Background: an optimization exercise with open tools, aiming at small area. Do not read the settings as production practice. Function was checked by simulation only, so behaviour that the tests miss may differ from the original. No driver is modelled on the clock port, so clocking that relies on it looks cheaper here than on a real chip. No activity file was given, so power comes from the tool's default toggle rates.

==> flow/design.v (excerpt) <==
module invaders_top #(
  parameter int MOVE_DIV   = 64,
  parameter int BULLET_DIV = 4,
  parameter int MARCH_DIV  = 256
) (
  input  logic              clk,
  input  logic              rst_n,
  input  logic              i_right,
  input  logic              i_left,
  input  logic              i_fire,
  input  logic              i_restart,
  output logic              o_hsync,
  output logic              o_vsync,
  output logic              o_red,
  output logic              o_green,
  output logic              o_blue,
  output space_pkg::score_t o_score,
  output logic              o_won
);
export LEC_CHECK = 0
export ABC_AREA = 1
export CAP_MARGIN = 20
export CORE_MARGIN = 2
export CORE_UTILIZATION = 40
export CTS_BUF_LIST = sky130_fd_sc_hd__clkbuf_8
export CTS_CLUSTER_DIAMETER = 150
export CTS_CLUSTER_SIZE = 40
export SLEW_MARGIN = 20
create_clock -name core_clock -period 20.0 [get_ports {clk}]
standard.sh (not shown) runs the stock make flow with config.mk's settings and CLKGATE_MAP_FILE= SYNTH_SCRIPT=/design/flow/synth_recipe.tcl, a recipe that flattens the netlist after the stock synthesis.
==> flow/flow/run.sh <==
#!/bin/bash
# Own layout flow: the standard flow, with three changes.
#  1. Synthesis runs the standard synthesis script unchanged, except that
#     the final ABC mapping uses an area-oriented script (abc_area.script in
#     this folder: three rounds of choice computation and area-recovery
#     mapping), and adders are left to ABC instead of being extracted into
#     full/half-adder cells first (ADDER_MAP_FILE empty).
#     Registers are mapped before ABC, so they are the standard synthesis's.
#  2. Ports are buffered with sky130_fd_sc_hd__buf_1 instead of the default
#     buffer cell.
#  3. The clock's registers are split into six groups by position, each
#     driven by one sky130_fd_sc_hd__clkbuf_16 (manual_cts.tcl, run as the
#     hook before CTS); CTS then builds the tree from the clock port to those
#     buffers from sky130_fd_sc_hd__clkbuf_4, without dummy loads.
# Every tool's output goes to a log file in the work folder.
set -euo pipefail
W=$PWD
rm -rf "$W/scripts_abc"
cp -r "$FLOW_HOME/scripts" "$W/scripts_abc"
cp "$W/flow/abc_area.script" "$W/scripts_abc/abc_area.script"
bash standard.sh "SCRIPTS_DIR=$W/scripts_abc" "ADDER_MAP_FILE=" synth > "$W/flow_synth.log" 2>&1
bash standard.sh "BUFFER_PORTS_ARGS=-buffer_cell sky130_fd_sc_hd__buf_1" \
  "PRE_CTS_TCL=$W/flow/manual_cts.tcl" \
  "CTS_ARGS=-sink_clustering_enable -repair_clock_nets -clk_nets clk -buf_list sky130_fd_sc_hd__clkbuf_4 -dont_use_dummy_load" \
  finish > "$W/flow_layout.log" 2>&1
test -s "$W/out/final.def"
Other scripts of this flow, unchanged in this note and not shown: flow/flow/abc_area.script, flow/flow/manual_cts.tcl
Next try:
--- a/flow/design.v
+++ b/flow/design.v
@@ -564,26 +564,18 @@
   function automatic logic [5:0] sub5(input logic [4:0] x, input logic [4:0] y, input logic bin);
     logic c;
     c = ~bin;
     for (int i = 0; i < 5; i++) begin
       sub5[i] = x[i] ^ ~y[i] ^ c;
       c       = (x[i] & ~y[i]) | (x[i] & c) | (~y[i] & c);
     end
     sub5[5] = ~c;
   endfunction
-  function automatic logic [4:0] inc5(input logic [4:0] x);
-    logic c;
-    c = 1'b1;
-    for (int i = 0; i < 5; i++) begin
-      inc5[i] = x[i] ^ c;
-      c       = x[i] & c;
-    end
-  endfunction
   function automatic logic [9:0] sub10(input logic [9:0] x, input logic [9:0] y);
     logic c;
     c = 1'b1;
     for (int i = 0; i < 10; i++) begin
       sub10[i] = x[i] ^ ~y[i] ^ c;
       c        = (x[i] & ~y[i]) | (x[i] & c) | (~y[i] & c);
     end
   endfunction
   function automatic logic [3:0] dec4(input logic [3:0] x);
@@ -684,36 +676,38 @@
       2'd1:    alien_rgb = {3{alien_pix}} & space_pkg::ROW_COLOR[5:3];
       default: alien_rgb = {3{alien_pix}} & space_pkg::ROW_COLOR[8:6];
     endcase
   end
   logic [5:0] sd, sdc;
   logic       s_on;
   logic       bar1, bar2, bar3;
   logic       shooter_pix;
   assign sd   = sub5(i_hp, i_sp, 1'b0);
-  assign s_on = sd[5] ? (i_hc == inc5(i_sc)) && (i_sc != 5'd31) : (i_hc == i_sc);
+  assign sdc  = sub5(i_hc, i_sc, sd[5]);
+  assign s_on = (sdc == 6'd0);
   assign bar1 = sd[5] ? (sd[4:0] >= 5'd4 && sd[4:0] < 5'd12) : (sd[4:0] >= 5'd2 && sd[4:0] < 5'd10);
   assign bar2 = sd[5] ? (sd[4:0] >= 5'd6 && sd[4:0] < 5'd10) : (sd[4:0] >= 5'd4 && sd[4:0] < 5'd8);
   assign bar3 = sd[5] ? (sd[4:0] >= 5'd2 && sd[4:0] < 5'd14) : (sd[4:0] < 5'd12);
   always_comb begin
     shooter_pix = 1'b0;
     if (s_on) begin
       if (i_vy >= VY0 + 10'd460 && i_vy < VY0 + 10'd462) shooter_pix = bar1;
       if (i_vy >= VY0 + 10'd462 && i_vy < VY0 + 10'd468) shooter_pix = bar2;
       if (i_vy >= VY0 + 10'd468 && i_vy < VY0 + 10'd470) shooter_pix = bar3;
     end
   end
   logic [5:0] bd, bdc;
   logic [9:0] bdy;
   logic       bullet_pix;
   assign bd  = sub5(i_hp, i_bp, 1'b0);
+  assign bdc = sub5(i_hc, i_bc, bd[5]);
   assign bdy = sub10(i_vy, {1'b0, i_by});
-  assign bullet_pix = i_bullet_active && (bd[5] ? (i_hc == inc5(i_bc)) && (i_bc != 5'd31) : (i_hc == i_bc)) &&
+  assign bullet_pix = i_bullet_active && (bdc == 6'd0) &&
                       (bd[5] ? (bd[4:0] >= 5'd2 && bd[4:0] < 5'd6) : (bd[4:0] < 5'd4)) &&
                       (bdy[9:3] == 7'd11);
   logic [3:0] digit;
   logic [6:0] font;
   logic [3:0] sdy;
   logic       score_pix;
   assign sdy = 4'(i_vy[3:0] - 4'd14);     
   always_comb begin
     case (i_hc[1:0])
Outcome:
- setup slack degrades by 40 ps
- wire length went up by 3.5%
- core utilization hardly moves
- die area is about the same
- worst hold slack improves by 17 ps
- global-route usage went up by 0.86 points
- cell area went up by 0.31%
- critical path depth went down by 21
- sequential power stays flat

==> afterwards: timing with drivers on the ports <==
Ports are ideal in the flow. The routed layouts listed here were re-timed in OpenROAD.
Step 1 assumes that a clkbuf_16 drives the clock port and a buf_2 every other input.
Step 2 adds t to the input delays and takes it off the output delays; t is the mean of the earliest and latest rising clock arrival at the registers after step 1. Input paths then give back, and output paths get back, about the clock's delay inside the block.
a / b / c = ideal / step 1 / step 2; a / b = the first two.
| run | t (ns) | slack for setup (ns) | worst setup path at the end |
|---|---|---|---|
| the first run | 0.592 | 13.130 / 13.103 / 13.130 | register to register |
| the second run | 0.590 | 13.090 / 13.048 / 13.261 | input to register |
After both steps every run listed still meets setup and hold.
